Background: an optimization exercise with open tools, aiming at small area, a short achievable clock period and few clock cycles per item. Do not read the settings as production practice. In this exercise RTL edits were held to simulation tests only and were not proved equivalent to the original. Power figures rest on the tool's default switching activity, not on a simulated workload.

## fft16_digit_reverse_buf
module fft16_digit_reverse_buf #(
    parameter int DATA_W = 32,
    parameter int N      = 16
) (
    input  logic                  clk,
    input  logic                  rst_n,
    input  logic                  in_valid,
    output logic                  in_ready,
    input  logic [DATA_W-1:0]     in_re,
    input  logic [DATA_W-1:0]     in_im,
    output logic                  out_valid,
    input  logic                  out_ready,
    output logic [DATA_W-1:0]     out_re,
    output logic [DATA_W-1:0]     out_im,
    output logic [3:0]            out_idx,
    output logic                  out_last
);
Size: about 1600 cells after synthesis, about 140 I/O pins, ~27000 µm² of cells after synthesis.
==> flow/config.mk <==
export PLATFORM = sky130hd
export DESIGN_NAME = fft16_digit_reverse_buf
export DESIGN_NICKNAME = fft16_digit_reverse_buf
export VERILOG_FILES = /design/flow/design.v
export SDC_FILE = /design/flow/constraint.sdc
export NUM_CORES = 4
export LEC_CHECK = 0
export CAP_MARGIN = 20
export CORE_MARGIN = 2
export CORE_UTILIZATION = 65
export CTS_CLUSTER_DIAMETER = 100
export CTS_CLUSTER_SIZE = 30
export SETUP_SLACK_MARGIN = 1.9
export SLEW_MARGIN = 20
==> flow/constraint.sdc <==
create_clock -name core_clock -period 4.0 [get_ports {clk}]
set_input_delay 0.8000 -clock core_clock [delete_from_list [all_inputs] [get_ports {clk}]]
set_output_delay 0.8000 -clock core_clock [all_outputs]
set_load 0.01 [all_outputs]
standard.sh (not shown) runs the stock make flow with config.mk's settings and CLKGATE_MAP_FILE= SYNTH_SCRIPT=/design/flow/synth_recipe.tcl, a recipe that flattens the netlist after the stock synthesis.
==> flow/flow/run.sh <==
#!/bin/bash
# The standard layout (the standard.sh: ORFS synthesis to final layout), with one change:
# the input and output port buffers are plain sky130_fd_sc_hd__buf_2 cells instead of the
# delay cells buffer_ports picks by default. Every port still gets its own buffer.
# make's full output goes to standard.log in the work folder; ORFS's per-step logs stay under
# orfs/logs/.
set -euo pipefail
export BUFFER_PORTS_ARGS="-buffer_cell sky130_fd_sc_hd__buf_2"
bash standard.sh finish > standard.log 2>&1
Testbench counts at the start, summed over its fixed seeds: cycles 7,347, items 6,144.
Change:
--- a/flow/config.mk
+++ b/flow/config.mk
@@ -12,3 +12,3 @@
 export CTS_CLUSTER_SIZE = 30
-export SETUP_SLACK_MARGIN = 1.9
+export SETUP_SLACK_MARGIN = 1.8
 export SLEW_MARGIN = 20
Final area fell by 1.6%.
Flip-flop and latch count stays the same.
Wire length goes down by 0.88%.
Change:
--- a/flow/config.mk
+++ b/flow/config.mk
@@ -12,3 +12,3 @@
 export CTS_CLUSTER_SIZE = 30
-export SETUP_SLACK_MARGIN = 1.8
+export SETUP_SLACK_MARGIN = 1.85
 export SLEW_MARGIN = 20
Sequential cell count is unchanged.
Final cell count climbs by about 0.8%.
Sequential share of layout area goes down by 0.35 points.
Clock skew falls by 0.017 ns.
Global-route usage rose by 0.61 points.
Routed wire length grows by 4.2%.
Clock power stays flat.
Cell area is higher by 0.53%.
Synthesized cell count does not change.
Area after synthesis is unchanged.
Hold slack is worse by 0.16 ns.
Change:
--- a/flow/config.mk
+++ b/flow/config.mk
@@ -10,4 +10,4 @@
 export CORE_UTILIZATION = 65
-export CTS_CLUSTER_DIAMETER = 100
-export CTS_CLUSTER_SIZE = 30
+export CTS_CLUSTER_DIAMETER = 90
+export CTS_CLUSTER_SIZE = 28
 export SETUP_SLACK_MARGIN = 1.85
Effect: Count of clock-buffer cells in the layout goes up by 3. Area after synthesis does not change. Core utilization goes up by 0.25 points. Worst setup slack barely changes. Design area goes up slightly.
Change:
--- a/flow/config.mk
+++ b/flow/config.mk
@@ -10,5 +10,5 @@
 export CORE_UTILIZATION = 65
-export CTS_CLUSTER_DIAMETER = 90
-export CTS_CLUSTER_SIZE = 28
-export SETUP_SLACK_MARGIN = 1.85
+export CTS_CLUSTER_DIAMETER = 100
+export CTS_CLUSTER_SIZE = 30
+export SETUP_SLACK_MARGIN = 1.75
 export SLEW_MARGIN = 20
=> Clock power fell by a few percent; sequential share of layout area rose by 1.1 points; routed wire length fell by a few percent.

* * *

Setup of build 43:
Another version of the RTL of fft16_digit_reverse_buf (not shown whole).
Size in the first run: ~1600 cells after synthesis, roughly 0.027 mm2 of cells after synthesis.
Settings: LEC_CHECK=0, CAP_MARGIN=20, CORE_MARGIN=2, CORE_UTILIZATION=65, CTS_CLUSTER_DIAMETER=100, CTS_CLUSTER_SIZE=30, SETUP_SLACK_MARGIN=1.8, SLEW_MARGIN=20; clock period 4.0 ns.
==> flow/flow/run.sh <==
#!/bin/bash
# The standard layout (the standard.sh: ORFS synthesis to final layout), with one change:
# the input and output port buffers are plain sky130_fd_sc_hd__buf_1 cells instead of the
# delay cells buffer_ports picks by default. Every port still gets its own buffer.
# make's full output goes to standard.log in the work folder; ORFS's per-step logs stay under
# orfs/logs/.
set -euo pipefail
export BUFFER_PORTS_ARGS="-buffer_cell sky130_fd_sc_hd__buf_1"
bash standard.sh finish > standard.log 2>&1
Having completed the whole flow, build 43 delivered a layout that passed the timing, design-rule and antenna checks.
Testbench counts of build 43, summed over its fixed seeds: cycles 7,347, items 6,144.
The inputs of build 7 differ from those of build 43 as listed below.
==> flow/flow/run.sh <==
#!/bin/bash
# The standard layout (the standard.sh: ORFS synthesis to final layout), with one change:
# the input and output port buffers are plain sky130_fd_sc_hd__buf_2 cells instead of the
# delay cells buffer_ports picks by default. Every port still gets its own buffer.
# make's full output goes to standard.log in the work folder; ORFS's per-step logs stay under
# orfs/logs/.
set -euo pipefail
export BUFFER_PORTS_ARGS="-buffer_cell sky130_fd_sc_hd__buf_2"
bash standard.sh finish > standard.log 2>&1
diff --git a/flow/config.mk b/flow/config.mk
--- a/flow/config.mk
+++ b/flow/config.mk
@@ -9,3 +9,3 @@
 export CORE_MARGIN = 2
-export CORE_UTILIZATION = 65
+export CORE_UTILIZATION = 70
 export CTS_CLUSTER_DIAMETER = 100
--- outcome ---
Build 7: no failed stages, no open violations at the end. Changes observed in build 7 relative to build 43: relative slew slack decreased 2.6 points, area growth from synthesis to final layout went down, non-clock buffering overhead in the final layout shows no meaningful change.
[inputs] build 51 vs build 7
==> flow/run.sh (new file) <==
#!/bin/bash
# synth_recipe.tcl (not shown) runs the flow's synth.tcl, then flattens the netlist and writes it again
# the make line also repeats each setting of config.mk as NAME=value (left out here)
make -C /OpenROAD-flow-scripts/flow DESIGN_CONFIG=/design/flow/config.mk WORK_HOME=/design/flow/orfs CLKGATE_MAP_FILE= SYNTH_SCRIPT=/design/flow/synth_recipe.tcl finish
diff --git a/flow/config.mk b/flow/config.mk
--- a/flow/config.mk
+++ b/flow/config.mk
@@ -9,3 +9,3 @@
 export CORE_MARGIN = 2
-export CORE_UTILIZATION = 70
+export CORE_UTILIZATION = 65
 export CTS_CLUSTER_DIAMETER = 100
removed: flow/flow/run.sh
removed: flow/standard.sh
### Flow results
- Per the final summary, build 51 finished and its layout is clean on timing, DRC and antenna.
- Build 51: routability congestion estimate higher than build 7
- Compared with build 7, build 51 shows area added between synthesis and finish higher by 3.5 points.
- | actual transition at the worst max-transition pin | build 51 vs build 7 | 0.14 ns lower |
- As far as met3 usage is concerned, build 7 and build 51 perform about the same.
- Build 7 and build 51 ended up with roughly the same total DRC errors in the routed layout.
- Data arrival time at the worst-slack endpoint, build 7 and build 51: higher on build 51

static timing again, ports no longer ideal:
The results above use ideal ports. As a check the final layouts listed here were re-extracted and re-timed, cells and wires unchanged. Step 1 assumes that a clkbuf_16 drives the clock port and a buf_2 every other input. Step 2 moves the port delays by t, midway between the first and last clock arrival at a register: inputs arrive t later, outputs are due t later. That takes back most of the time a late clock gives input paths. Three values: ideal ports, drivers, drivers and shift; two values: the first two.
run | t, ns | setup WS [ns] | cell pins on the clock port's net
the first run of note 1 | 0.641 | 1.719 / 1.719 / 1.240 | 1
the second run of note 1 | 0.643 | 1.802 / 1.771 / 1.316 | 1
the third run of note 1 | 0.655 | 1.791 / 1.731 / 1.414 | 1
the fourth run of note 1 | 0.655 | 1.791 / 1.731 / 1.372 | 1
the fifth run of note 1 | 0.658 | 1.727 / 1.727 / 1.216 | 1
build 43 | 0.647 | 1.779 / 1.774 / 1.229 | 1
build 7 | 0.645 | 1.770 / 1.770 / 1.194 | 1
build 51 | 0.655 | 1.790 / 1.765 / 1.376 | 1
After both steps setup and hold are still met in every run listed. For build 7, which loses most, drivers alone change the setup slack by 0.000 ns; drivers and shift together by -0.576 ns.
